Source: an optimization exercise on an open RTL-to-GDS flow (aim: small area and a short achievable clock period). Production flows keep margins and buffers that such runs may drop. In this exercise RTL edits were held to simulation tests only and were not proved equivalent to the original. Power and IR drop assume default switching activity.

run C:
==> module aluCore, before the edit <==
module aluCore (
  input  wire logic [cpuPkg::dataWidth-1:0]   opA,
  input  wire logic [cpuPkg::dataWidth-1:0]   opB,
  input  wire logic [cpuPkg::selCount-1:0]    resSel,
  input  wire logic [cpuPkg::shamtWidth-1:0]  shamt,
  input  wire logic                           ovfAdd,
  input  wire logic                           ovfSub,
  output logic      [cpuPkg::dataWidth-1:0]   result,
  output logic                                overflow
);
  localparam int msb = cpuPkg::dataWidth - 1;
  localparam int w   = cpuPkg::dataWidth;
  logic [w-1:0] sum, diff;
  logic         lessThan;
  assign sum = opA + opB;
  assign {lessThan, diff} = {1'b0, opA} - {1'b0, opB};   
  always_comb begin
    result = ({w{resSel[cpuPkg::selAdd]}} & sum)
           | ({w{resSel[cpuPkg::selSub]}} & diff)
           | ({w{resSel[cpuPkg::selAnd]}} & (opA & opB))
           | ({w{resSel[cpuPkg::selOr]}}  & (opA | opB))
           | ({w{resSel[cpuPkg::selNor]}} & ~(opA | opB))
           | ({w{resSel[cpuPkg::selSlt]}} & {{msb{1'b0}}, lessThan})
           | ({w{resSel[cpuPkg::selSll]}} & (opB << shamt))
           | ({w{resSel[cpuPkg::selSrl]}} & (opB >> shamt))
           | ({w{resSel[cpuPkg::selLui]}} & opB);   
  end
  assign overflow = (ovfAdd & (opA[msb] == opB[msb]) & (sum[msb] != opA[msb]))
                  | (ovfSub & (opA[msb] != opB[msb]) & (diff[msb] != opA[msb]));
endmodule
==> module execStage, before the edit <==
module execStage (
  input  wire logic                              clk,
  input  wire logic                              arstN,
  input  wire logic [cpuPkg::instWidth-1:0]      inst,
  input  wire logic                              instValid,
  input  wire logic [cpuPkg::selCount-1:0]       resSel,
  input  wire logic                              useImm,
  input  wire logic                              regWrite,
  input  wire logic                              destIsRd,
  input  wire logic                              memWrite,
  input  wire logic                              illegalOp,
  input  wire logic                              ovfAdd,
  input  wire logic                              ovfSub,
  output logic                                   resultValid,
  output logic      [cpuPkg::dataWidth-1:0]      result,
  output logic                                   overflow,
  output logic                                   illegal
);
  localparam int w = cpuPkg::dataWidth;
  logic [cpuPkg::regAddrWidth-1:0] rs, rt, wa;
  logic [w-1:0]                    rdA, rdB;
  assign rs = inst[24:21];   
  assign rt = inst[19:16];
  assign wa = destIsRd ? inst[14:11] : rt;
  logic                            dValid, dRegWr, dMemWr;
  logic [cpuPkg::regAddrWidth-1:0] dWa;
  logic [cpuPkg::selCount-1:0]     dSel;
  logic                            dOvfAdd, dOvfSub, dIllegal;
  logic [w-1:0]                    pA, pX, pS;
  logic                            bA, bX, bS;
  logic                            aluOvf;
  logic [w-1:0]                    aluR, memR;
  logic                            wWr;
  logic [cpuPkg::regAddrWidth-1:0] wWa;
  assign result = aluR | memR;   
  always_ff @(posedge clk or negedge arstN) begin
    if (!arstN) begin
      dValid <= 1'b0;
      dRegWr <= 1'b0;
      dMemWr <= 1'b0;
      wWr    <= 1'b0;
    end else begin
      dValid <= instValid;
      dRegWr <= instValid & regWrite & (wa != '0);   
      dMemWr <= instValid & memWrite;
      wWr    <= dRegWr;
    end
  end
  logic nextBA, nextBX, nextBS, pendA, pendB;
  assign nextBA = dRegWr && (dWa == rs);
  assign nextBX = dRegWr && (dWa == rt) && !useImm;
  assign nextBS = dRegWr && (dWa == rt) && memWrite;
  assign pendA  = wWr && (wWa == rs) && !nextBA;
  assign pendB  = wWr && (wWa == rt) && !(dRegWr && (dWa == rt));
  logic [w-1:0] opBReg;
  assign opBReg = rdB | (result & {w{pendB}});
  always_ff @(posedge clk) begin
    dWa      <= wa;
    dSel     <= resSel;
    dOvfAdd  <= ovfAdd;
    dOvfSub  <= ovfSub;
    dIllegal <= illegalOp;
    pA       <= rdA | (result & {w{pendA}});
    pX       <= useImm ? inst[15:0] : opBReg;
    pS       <= memWrite ? opBReg : w'(inst[10:6]);   
    bA       <= nextBA;
    bX       <= nextBX;
    bS       <= nextBS;
  end
  logic [w-1:0]                    opA, opX, stData;
  logic [w-1:0]                    memRdData;   
  logic [w-1:0]                    aluData;
  assign opA    = pA | (aluR & {w{bA}}) | (memR & {w{bA}});
  assign opX    = pX | (aluR & {w{bX}}) | (memR & {w{bX}});
  assign stData = pS | (aluR & {w{bS}}) | (memR & {w{bS}});
  regFile regs (
    .clk(clk), .arstN(arstN),
    .rs(rs), .rt(rt),
    .rdAEn(!nextBA && !pendA),
    .rdBEn(!(dRegWr && (dWa == rt)) && !pendB),
    .rdA(rdA), .rdB(rdB),
    .wrEn(wWr), .wrAddr(wWa), .wrData(result)
  );
  dataMem mem (
    .clk(clk), .arstN(arstN),
    .addrA(opA[cpuPkg::memAddrWidth-1:0]), .addrB(pX[cpuPkg::memAddrWidth-1:0]),   
    .memWrData(stData), .memWe(dMemWr), .memRe(dSel[cpuPkg::selMem]),
    .memRdData(memRdData)
  );
  aluCore alu (
    .opA(opA), .opB(opX), .resSel(dSel), .shamt(pS[cpuPkg::shamtWidth-1:0]),
    .ovfAdd(dOvfAdd), .ovfSub(dOvfSub),
    .result(aluData), .overflow(aluOvf)
  );
  always_ff @(posedge clk or negedge arstN) begin
    if (!arstN) resultValid <= 1'b0;
    else        resultValid <= dValid;
  end
  always_ff @(posedge clk) begin
    aluR     <= aluData;
    memR     <= memRdData;
    wWa      <= dWa;
    overflow <= aluOvf;
    illegal  <= dIllegal;
  end
endmodule
Settings: LEC_CHECK=0, CAP_MARGIN=20, CORE_MARGIN=2, CORE_UTILIZATION=35, CTS_CLUSTER_DIAMETER=80, CTS_CLUSTER_SIZE=22, SETUP_SLACK_MARGIN=5, SLEW_MARGIN=20; clock period 8.5 ns.
standard.sh (not shown) runs the stock make flow with config.mk's settings and CLKGATE_MAP_FILE= SYNTH_SCRIPT=/design/flow/synth_recipe.tcl, a recipe that flattens the netlist after the stock synthesis.
==> flow/flow/run.sh <==
#!/bin/bash
# The standard layout (standard.sh, ORFS on the standard flow's config) with two changes:
# the port buffers are buf_4 cells rather than buffer_ports' default pick
# (a slow delay buffer that the timing repair, held to the same footprint,
# could not replace), and the timing repair may change a cell's footprint.
# make's output goes to make_finish.log here; ORFS keeps each step's log
# under orfs/logs.
set -euo pipefail
export BUFFER_PORTS_ARGS="-buffer_cell sky130_fd_sc_hd__buf_4"
bash standard.sh MATCH_CELL_FOOTPRINT=0 finish > make_finish.log 2>&1
Here is what was changed in the inputs of run P compared with run C.
--- a/flow/design.v
+++ b/flow/design.v
@@ -54,7 +54,13 @@
   logic [w-1:0] sum, diff;
   logic         lessThan;
+  logic [w-1:0] shIn, shOut;
   assign sum = opA + opB;
   assign {lessThan, diff} = {1'b0, opA} - {1'b0, opB};   
   always_comb begin
+    for (int i = 0; i < w; i++)
+      shIn[i] = resSel[cpuPkg::selSrl] ? opB[w-1-i] : opB[i];
+  end
+  assign shOut = shIn << shamt;
+  always_comb begin
     result = ({w{resSel[cpuPkg::selAdd]}} & sum)
            | ({w{resSel[cpuPkg::selSub]}} & diff)
@@ -63,7 +69,8 @@
            | ({w{resSel[cpuPkg::selNor]}} & ~(opA | opB))
            | ({w{resSel[cpuPkg::selSlt]}} & {{msb{1'b0}}, lessThan})
-           | ({w{resSel[cpuPkg::selSll]}} & (opB << shamt))
-           | ({w{resSel[cpuPkg::selSrl]}} & (opB >> shamt))
+           | ({w{resSel[cpuPkg::selSll]}} & shOut)
            | ({w{resSel[cpuPkg::selLui]}} & opB);   
+    for (int i = 0; i < w; i++)
+      result[i] = result[i] | (resSel[cpuPkg::selSrl] & shOut[w-1-i]);
   end
   assign overflow = (ovfAdd & (opA[msb] == opB[msb]) & (sum[msb] != opA[msb]))
@@ -311,5 +318,5 @@
   logic                            dOvfAdd, dOvfSub, dIllegal;
   logic [w-1:0]                    pA, pX, pS;
-  logic                            bA, bX, bS;
+  logic                            bAAlu, bXAlu, bSAlu, bAMem, bXMem, bSMem;
   logic                            aluOvf;
   logic [w-1:0]                    aluR, memR;
@@ -347,14 +354,17 @@
     pX       <= useImm ? inst[15:0] : opBReg;
     pS       <= memWrite ? opBReg : w'(inst[10:6]);   
-    bA       <= nextBA;
-    bX       <= nextBX;
-    bS       <= nextBS;
+    bAAlu    <= nextBA && !dSel[cpuPkg::selMem];
+    bXAlu    <= nextBX && !dSel[cpuPkg::selMem];
+    bSAlu    <= nextBS && !dSel[cpuPkg::selMem];
+    bAMem    <= nextBA && dSel[cpuPkg::selMem];
+    bXMem    <= nextBX && dSel[cpuPkg::selMem];
+    bSMem    <= nextBS && dSel[cpuPkg::selMem];
   end
   logic [w-1:0]                    opA, opX, stData;
   logic [w-1:0]                    memRdData;   
   logic [w-1:0]                    aluData;
-  assign opA    = pA | (aluR & {w{bA}}) | (memR & {w{bA}});
-  assign opX    = pX | (aluR & {w{bX}}) | (memR & {w{bX}});
-  assign stData = pS | (aluR & {w{bS}}) | (memR & {w{bS}});
+  assign opA    = pA | (aluR & {w{bAAlu}}) | (memR & {w{bAMem}});
+  assign opX    = pX | (aluR & {w{bXAlu}}) | (memR & {w{bXMem}});
+  assign stData = pS | (aluR & {w{bSAlu}}) | (memR & {w{bSMem}});
   regFile regs (
     .clk(clk), .arstN(arstN),
Findings:
Worst hold slack, run C and run P: larger value in run P. Area overhead of the layout relative to synthesis: run P < run C. [run P] total routing resource utilization after global routing fell 0.76 points relative to run C. Met1 demand-to-capacity share in global routing (run P over run C): decrease, 0.50 points. There was hardly any difference in xor/xnor cell area share of the yosys netlist between run C and run P. Compared with run C, run P shows a higher routability-driven placement congestion ratio. The run showing the smaller non-clock buffer count is run P. Run P: switching part of the total power 2.0 points below run C. Status: number of sinks driven by the clock tree parity (run P, run C). | synthesis-stage register bit count | run C vs run P | ≈ equal |. Run P has routed wire length below what run C had. Setup slack: run P more than run C. Multi-input logic portion of the cell area: run P > run C.

static timing again, ports no longer ideal:
No port has a modelled driver above. Below, the same layouts with a new extraction and two added sets of constraints. Step 1 (the two cells are an assumption about what drives the block):
set clk [get_ports {clk}]
set_driving_cell -lib_cell sky130_fd_sc_hd__clkbuf_16 $clk
set_driving_cell -lib_cell sky130_fd_sc_hd__buf_2 [delete_from_list [all_inputs] $clk]
Step 2 also shifts input and output timing later by t, the mid clock arrival at the registers, as if the neighbouring blocks saw the same clock. Slacks: no drivers / after step 1 / after step 2; pairs: no drivers / after step 1.
run | t (ns) | setup WS [ns] | worst slew at a driven data input, ns | pins driven straight from the clock port
run C | 0.818 | 4.923 / 4.913 / 4.257 | 0.05 | 1
run P | 0.782 | 4.966 / 4.943 / 4.232 | 0.04 | 1
After both steps setup and hold are still met in every run listed. The setup slack of run P, which loses most, moves by -0.023 ns with the drivers and by -0.734 ns with both steps.
